From an optimization exercise on the open Yosys and OpenROAD flow, aimed at small area, a short achievable clock period and few clock cycles per item; shortcuts taken in it are not production practice. For this run, only the layout was checked, not whether the RTL still works. Power is estimated from default activity; no workload was simulated.

==> flow/design.v <==
module muldiv_sequencer #(
  parameter bit FAST_SPECIAL = 1'b1,
  parameter int XLEN         = 64
) (
  input  logic        clk_i,
  input  logic        rst_i,
  input  logic        start_i,
  input  logic [2:0]  funct3_i,
  input  logic        word_i,
  input  logic [63:0] op1_i,
  input  logic [63:0] op2_i,
  input  logic        kill_i,
  output logic        stall_o,
  output logic        busy_o,
  output logic        done_o,
  output logic [63:0] result_o
);
  localparam logic [2:0] S_IDLE = 3'd0, S_MUL = 3'd1, S_FIN = 3'd2, S_DPREP = 3'd3,
                         S_DIV = 3'd4, S_DNEG = 3'd5, S_DONE = 3'd6;
  logic [2:0]  state_q, state_d;
  logic [5:0]  cnt_q;         
  logic        last_q;        
  logic [1:0]  ncls_q;        
  logic        mulh_q;        
  logic        rem_q;         
  logic        dsgn_q;        
  logic        an_q;          
  logic        dnegr_q;       
  logic        word_q;        
  logic        msign_q;       
  logic [3:0]  bone_q, btwo_q, bneg_q;   
  logic [66:0] a_q;           
  logic        cin_q;         
  logic [64:0] hs_q;          
  logic [64:0] hc_q;          
  logic [63:0] lo_q;          
  logic idle, accept;
  assign idle   = (state_q == S_IDLE);
  assign accept = idle & start_i & ~kill_i;
  function automatic logic [11:0] booth4(input logic [8:0] bb);   
    logic [3:0] one, two, neg;
    for (int j = 0; j < 4; j++) begin
      one[j] = bb[2*j+1] ^ bb[2*j];
      two[j] = (bb[2*j+2] & ~bb[2*j+1] & ~bb[2*j]) | (~bb[2*j+2] & bb[2*j+1] & bb[2*j]);
      neg[j] = bb[2*j+2] & ~(bb[2*j+1] & bb[2*j]);
    end
    booth4 = {one, two, neg};
  endfunction
  function automatic logic [1:0] len_class(input logic [64:0] v);
    if ((&v[64:15]) | ~(|v[64:15]))      len_class = 2'd0;
    else if ((&v[64:31]) | ~(|v[64:31])) len_class = 2'd1;
    else if (v[64] == v[63])             len_class = 2'd2;
    else                                 len_class = 2'd3;
  endfunction
  function automatic logic [6:0] clz64(input logic [63:0] v);
    logic [63:0]  z, nz;
    logic [383:0] c, nc;    
    z = ~v;
    c = '0;
    for (int l = 0; l < 6; l++) begin
      nz = z;
      nc = c;
      for (int i = 0; i < (64 >> (l + 1)); i++) begin
        nz[i] = z[2*i+1] & z[2*i];
        nc[6*i +: 6] = z[2*i+1] ? (6'(1 << l) | c[12*i +: 6]) : c[12*i+6 +: 6];
      end
      z = nz;
      c = nc;
    end
    clz64 = z[0] ? 7'd64 : {1'b0, c[5:0]};
  endfunction
  function automatic logic [67:0] padd(input logic [67:0] a, input logic [67:0] b, input logic cin);
    logic [68:0] g, p, ng, np;
    g = {a & b, cin};
    p = {a ^ b, 1'b0};
    for (int l = 0; l < 7; l++) begin
      ng = g;
      np = p;
      for (int i = 0; i < 69; i++)
        if ((i >> l) & 1) begin
          ng[i] = g[i] | (p[i] & g[((i >> l) << l) - 1]);
          np[i] = p[i] & p[((i >> l) << l) - 1];
        end
      g = ng;
      p = np;
    end
    padd = (a ^ b) ^ g[67:0];
  endfunction
  localparam logic [71:0] KB0 = 72'd0 - (72'h5555 << 57);
  localparam logic [71:0] KB1 = 72'd0 - (72'h5555_5555 << 41);
  localparam logic [71:0] KB2 = 72'd0 - (72'h5555_5555_5555_5555 << 9);
  localparam logic [71:0] KB3 = 72'd0 - (72'h55_5555_5555_5555_5555 << 1);
  logic [2:0]  op_in;
  logic        is_div_in, a_signed, b_signed, an_in;
  logic [64:0] a_x, b_x, m_x, c_x;
  logic [1:0]  ncls_a, ncls_b, ncls_m;
  logic        swap;
  always_comb begin
    op_in     = (word_i & ~funct3_i[2]) ? 3'b000 : funct3_i;
    is_div_in = op_in[2];
    a_signed  = is_div_in ? ~op_in[0] : ((op_in == 3'b000) | (op_in == 3'b001) | (op_in == 3'b010));
    b_signed  = is_div_in ? ~op_in[0] : ((op_in == 3'b000) | (op_in == 3'b001));
    a_x       = word_i ? {{33{a_signed & op1_i[31]}}, op1_i[31:0]} : {a_signed & op1_i[63], op1_i};
    b_x       = word_i ? {{33{b_signed & op2_i[31]}}, op2_i[31:0]} : {b_signed & op2_i[63], op2_i};
    an_in     = is_div_in & a_x[64];
    ncls_a    = len_class(a_x);
    ncls_b    = len_class(b_x);
    swap      = ~is_div_in & (ncls_a < ncls_b);
    ncls_m    = swap ? ncls_a : ncls_b;
    m_x       = swap ? a_x : b_x;
    c_x       = swap ? b_x : (a_x ^ {65{an_in}});
  end
  function automatic logic [145:0] csa(input logic [72:0] x, input logic [72:0] y, input logic [72:0] z);
    logic [72:0] s, c;
    s = x ^ y ^ z;
    c = (x & y) | (x & z) | (y & z);
    csa = {s, c[71:0], 1'b0};
  endfunction
  logic [72:0] rw [4];
  logic [72:0] xv, ms, mc;
  logic [8:0]  lowsum;
  always_comb begin
    logic [65:0]  mag, pp;
    logic [71:0]  kb;
    logic [72:0]  s1, c1, s2, c2, s3, c3, s4, c4;
    for (int j = 0; j < 4; j++) begin
      mag   = ({66{bone_q[j]}} & {a_q[64], a_q[64:0]}) | ({66{btwo_q[j]}} & {a_q[64:0], 1'b0});
      pp    = mag ^ {66{bneg_q[j]}};
      rw[j] = {7'd0, ~pp[65], pp[64:0]} << (2*j);
    end
    case (ncls_q)
      2'd0:    kb = KB0;
      2'd1:    kb = KB1;
      2'd2:    kb = KB2;
      default: kb = KB3;
    endcase
    xv = {1'b0, last_q ? kb : 72'd0} | {66'd0, bneg_q[3], 1'b0, bneg_q[2], 1'b0, bneg_q[1], 1'b0, bneg_q[0]};
    {s1, c1} = csa(rw[0], rw[1], rw[2]);
    {s2, c2} = csa({8'd0, hs_q}, {8'd0, hc_q}, rw[3]);
    {s3, c3} = csa(s1, c1, s2);
    {s4, c4} = csa(s3, c3, c2);
    {ms, mc} = csa(s4, c4, xv);
    lowsum   = {1'b0, ms[7:0]} + {1'b0, mc[7:0]} + {8'd0, cin_q};
  end
  logic [11:0] bsel_acc, bsel_nxt;
  always_comb begin
    bsel_acc = swap ? booth4({a_x[7:0], 1'b0}) : booth4({b_x[7:0], 1'b0});
    bsel_nxt = booth4({(cnt_q == 6'd1 && ncls_q == 2'd3) ? {8{msign_q}} : lo_q[15:8], lo_q[7]});
  end
  logic [67:0] t1, t2, t3, x3s, x3c;
  logic [66:0] ah;
  logic        ge1, ge2;
  logic [63:0] rem2, qn;
  always_comb begin
    ah   = {a_q[66], a_q[66:1]};
    t1   = padd({3'd0, hs_q}, {a_q[66], a_q}, cin_q);
    t2   = padd({3'd0, hs_q}, {ah[66], ah}, cin_q);
    x3s  = {3'd0, hs_q} ^ {a_q[66], a_q} ^ {ah[66], ah};
    x3c  = ({3'd0, hs_q} & {a_q[66], a_q}) | ({3'd0, hs_q} & {ah[66], ah}) | ({a_q[66], a_q} & {ah[66], ah});
    t3   = padd(x3s, {x3c[66:0], cin_q}, cin_q);
    ge1  = ~t1[67];
    ge2  = ge1 ? ~t3[67] : ~t2[67];
    case ({ge1, ge2})
      2'b11:   rem2 = t3[63:0];
      2'b10:   rem2 = t1[63:0];
      2'b01:   rem2 = t2[63:0];
      default: rem2 = hs_q[63:0];
    endcase
    qn = {lo_q[61:0], ge1, ge2};
  end
  logic [63:0] mres;
  always_comb begin
    logic [127:0] x;
    x = {t1[63:0], lo_q};
    if (!mulh_q) begin
      case (ncls_q)
        2'd0:    mres = x[111:48];
        2'd1:    mres = x[95:32];
        default: mres = x[63:0];
      endcase
    end else begin
      case (ncls_q)
        2'd0:    mres = {{48{x[127]}}, x[127:112]};
        2'd1:    mres = {{32{x[127]}}, x[127:96]};
        2'd2:    mres = x[127:64];
        default: mres = x[119:56];
      endcase
    end
  end
  logic        an, bn, bzero, dneg;
  logic [63:0] ax, bx, araw;
  logic [7:0]  dlen;
  logic [6:0]  za, zb;
  logic [6:0]  dsh;
  logic [66:0] bsh;
  always_comb begin
    an    = an_q;
    bn    = dsgn_q & lo_q[63];
    ax    = a_q[63:0];
    araw  = a_q[63:0] ^ {64{an}};
    bx    = lo_q ^ {64{bn}};
    bzero = (lo_q == 64'd0);
    za    = clz64(ax);
    zb    = clz64(bx);
    dlen  = {1'b0, zb} - {1'b0, za} + {7'd0, an};
    dneg  = dlen[7];
    dsh   = dlen[6:0] | 7'd1;
    bsh   = ({{3{bn}}, lo_q} << dsh) ^ {67{~bn}};
  end
  always_ff @(posedge clk_i or negedge rst_i) begin
    if (!rst_i) begin
      lo_q   <= '0;
      word_q <= 1'b0;
    end else begin
      if (accept) begin
        lo_q   <= m_x[63:0];
        word_q <= word_i;
      end else begin
        case (state_q)
          S_MUL: lo_q <= {lowsum[7:0], lo_q[63:8]};
          S_FIN: lo_q <= mres;
          S_DPREP: begin
            if (bzero)     lo_q <= rem_q ? araw : 64'hFFFF_FFFF_FFFF_FFFF;
            else if (dneg) lo_q <= rem_q ? araw : 64'd0;
            else           lo_q <= 64'd0;
          end
          S_DIV:  lo_q <= (last_q && rem_q) ? rem2 : qn;
          S_DNEG: lo_q <= t1[63:0];
          default: ;
        endcase
      end
    end
  end
  always_ff @(posedge clk_i) begin
    if (accept) begin
      a_q     <= {{2{c_x[64]}}, c_x};
      cin_q   <= an_in;
      hs_q    <= '0;
      hc_q    <= '0;
      msign_q <= m_x[64];
      {bone_q, btwo_q, bneg_q} <= bsel_acc;
      ncls_q  <= ncls_m;
      mulh_q  <= (op_in[1:0] != 2'b00);
      rem_q   <= op_in[1];
      dsgn_q  <= ~op_in[0];
      an_q    <= an_in;
      last_q  <= 1'b0;
      case (ncls_m)
        2'd0:    cnt_q <= 6'd1;
        2'd1:    cnt_q <= 6'd3;
        2'd2:    cnt_q <= 6'd7;
        default: cnt_q <= 6'd8;
      endcase
    end else begin
      case (state_q)
        S_MUL: begin
          hs_q   <= ms[72:8];
          if (last_q) a_q <= {2'b00, mc[72:8]};
          else        hc_q <= mc[72:8];
          cin_q  <= lowsum[8];
          {bone_q, btwo_q, bneg_q} <= bsel_nxt;
          cnt_q  <= cnt_q - 6'd1;
          last_q <= (cnt_q == 6'd1);
        end
        S_DPREP: begin
          hs_q    <= {1'b0, t1[63:0]};
          a_q     <= bsh;
          cin_q   <= ~bn;
          cnt_q   <= dlen[6:1];
          last_q  <= (dlen[6:1] == 6'd0);
          dnegr_q <= rem_q ? an : (an ^ bn);
        end
        S_DIV: begin
          if (last_q && dnegr_q) begin
            hs_q  <= '0;
            a_q   <= {3'b111, ~(rem_q ? rem2 : qn)};
            cin_q <= 1'b1;
          end else begin
            hs_q  <= {1'b0, rem2};
            a_q   <= {{2{a_q[66]}}, a_q[66:2]};
          end
          cnt_q  <= cnt_q - 6'd1;
          last_q <= (cnt_q == 6'd1);
        end
        default: ;
      endcase
    end
  end
  always_ff @(posedge clk_i or negedge rst_i) begin
    if (!rst_i) state_q <= S_IDLE;
    else        state_q <= state_d;
  end
  always_comb begin
    state_d = state_q;
    case (state_q)
      S_IDLE:  if (accept) state_d = is_div_in ? S_DPREP : S_MUL;
      S_MUL:   if (last_q) state_d = S_FIN;
      S_FIN:   state_d = S_DONE;
      S_DPREP: state_d = (bzero | dneg) ? S_DONE : S_DIV;
      S_DIV:   if (last_q) state_d = dnegr_q ? S_DNEG : S_DONE;
      S_DNEG:  state_d = S_DONE;
      S_DONE:  state_d = S_IDLE;
      default: state_d = S_IDLE;
    endcase
    if (kill_i && state_q != S_IDLE && state_q != S_DONE) state_d = S_IDLE;
  end
  assign busy_o  = (state_q != S_IDLE) & (state_q != S_DONE);
  assign done_o  = (state_q == S_DONE);
  assign stall_o = busy_o | accept;
  assign result_o = {word_q ? {32{lo_q[31]}} : lo_q[63:32], lo_q[31:0]};
endmodule
==> flow/run.sh <==
#!/bin/bash
# synth_recipe.tcl (not shown) runs the flow's synth.tcl, then flattens the netlist and writes it again
# the make line also repeats each setting of config.mk as NAME=value (left out here)
make -C /OpenROAD-flow-scripts/flow DESIGN_CONFIG=/design/flow/config.mk WORK_HOME=/design/flow/orfs CLKGATE_MAP_FILE= SYNTH_SCRIPT=/design/flow/synth_recipe.tcl finish
==> flow/config.mk <==
export PLATFORM = sky130hd
export DESIGN_NAME = muldiv_sequencer
export DESIGN_NICKNAME = muldiv_sequencer
export VERILOG_FILES = /design/flow/design.v
export SDC_FILE = /design/flow/constraint.sdc
export NUM_CORES = 4
export LEC_CHECK = 0
export CAP_MARGIN = 20
export CORE_MARGIN = 2
export CORE_UTILIZATION = 65
export PLACE_DENSITY = 0.75
export SETUP_SLACK_MARGIN = 5
export SLEW_MARGIN = 20
==> flow/constraint.sdc <==
create_clock -name core_clock -period 10.0 [get_ports {clk_i}]
set_input_delay 2.0000 -clock core_clock [delete_from_list [all_inputs] [get_ports {clk_i}]]
set_output_delay 2.0000 -clock core_clock [all_outputs]
set_load 0.01 [all_outputs]
==> out/qor.log <==
qor: run_status.run_status aborted with a tool error
qor: run_status.outcome.stop_stage global routing (5_1_grt)
qor: run_status.stop_error [ERROR GRT-0232] Routing congestion too high. Check the congestion heatmap in the GUI.
qor: synthesis.synth.avg_cell_area 7.56 µm²
qor: cts.cts-hold-fix-buffers 0
qor: synthesis.yosys_register_bits 292
qor: cts.clock_tree.htree_level_count 2
qor: synthesis.synth.most_common_cell sky130_fd_sc_hd__a21oi_1
qor: synthesis.fraction_of_synthesized_cell_area_in_xor_and_xnor_cells 0.0975
qor: synthesis.synth_edf_count 94
qor: floorplan.die_y 297 µm
qor: floorplan.placement_rows 107
qor: synthesis.synth_async_sr_flop_share 0.233
qor: synthesis.synth_compound_gate_area_share 0.299
qor: floorplan.die_width 297 µm
qor: synthesis.synth-seq-area-share 0.128
qor: floorplan.num_io_pins 203
qor: global_route.grt_usage 0.761
qor: placement.dp_hpwl 229000 µm
qor: synthesis.syn-num-nets 8192
qor: synthesis.postSynthCellCount 7396
qor: synthesis.synthMuxAreaShare 0.0428
qor: cts.clock-root-buffer sky130_fd_sc_hd__clkbuf_16
qor: placement.routability_congestion_estimate_from_global_placement 1.28
qor: synthesis.synth_simple_gate_area_frac 0.147
qor: cts.cts_num_sinks 292
qor: synthesis.yosysWarningCount 2
qor: synthesis.dominantRegCellSynth sky130_fd_sc_hd__dfxtp_1
qor: synthesis.synthTopCellsByArea sky130_fd_sc_hd__fa_1 13%, sky130_fd_sc_hd__xnor2_1 7.5%, sky130_fd_sc_hd__a21oi_1 7.1%, sky130_fd_sc_hd__ha_1 6.4%, sky130_fd_sc_hd__edfxtp_1 5.1%
qor: synthesis.combinational_family_with_the_most_area_after_synthesis compound AO/OA/AOI/OAI gates
qor: placement.io_buffers 202
qor: cts.cts_inserted_buffers 41
qor: floorplan.initial_core_util 0.656
qor: global_route.globalRouteOverflowTotal 1
qor: synthesis.ys_top_cells_by_count 795 x sky130_fd_sc_hd__a21oi_1, 727 x sky130_fd_sc_hd__nand2_1, 571 x sky130_fd_sc_hd__inv_1
qor: synthesis.synth_largest_area_cell sky130_fd_sc_hd__fa_1
qor: global_route.grt_max_degree 99
qor: synthesis.synth_cell_type_count 122
qor: cts.cts-root-to-sink-buffers 3
qor: synthesis.synth_fa_ha_area_frac 0.198
qor: synthesis.synth_area 0.0559 mm²
qor: synthesis.synth_top_cell_area_share 0.133
repair_timing:
item	CTS
cloned	27
pin swaps	219
resized for setup	659
setup buffers	209
setup endpoints to repair	224
worst max path at each step:
stage | slack [ns] | from | end
2_1_floorplan | 4.80 | a_q[55] | a_q[48]
3_3_place_gp | 1.79 | a_q[27] | a_q[40]
3_5_place_dp | 2.50 | lo_q[63] | a_q[40]
4_1_cts | 4.18 | lo_q[63] | a_q[50]
kinds of logic after synthesis:
kind of cell               after synthesis
AOI/OAI and AO/OA                     2525
xor gates and xnor gates               621
adders and majority gates              660
buffers and inverters                 1256
DFF                                    292
muxes                                  226
and+or+nand+nor                       1816
metal layers:
layer  GRT usage  GRT overflow
met4       0.695             0
met1       0.791             0
met5       0.374             0
met2       0.907             1
met3       0.617             0
stage by stage:
step	utilization	cells	worst slack, ns	area, µm²	power [µW]
floorplan	-	7396	4.80	56300	44800
global placement	0.692	8317	1.79	58900	69200
detailed placement	0.692	8321	2.50	59000	71100
CTS	0.768	8632	4.18	65400	79500
power by group through the flow:
stage / sequential (µW) / combinational, µW / clock (µW)
after detailed placement: 3430 / 67600 / 0
after CTS: 3370 / 74600 / 1520
after global placement: 3410 / 65800 / 0
after floorplan: 3010 / 41800 / 0
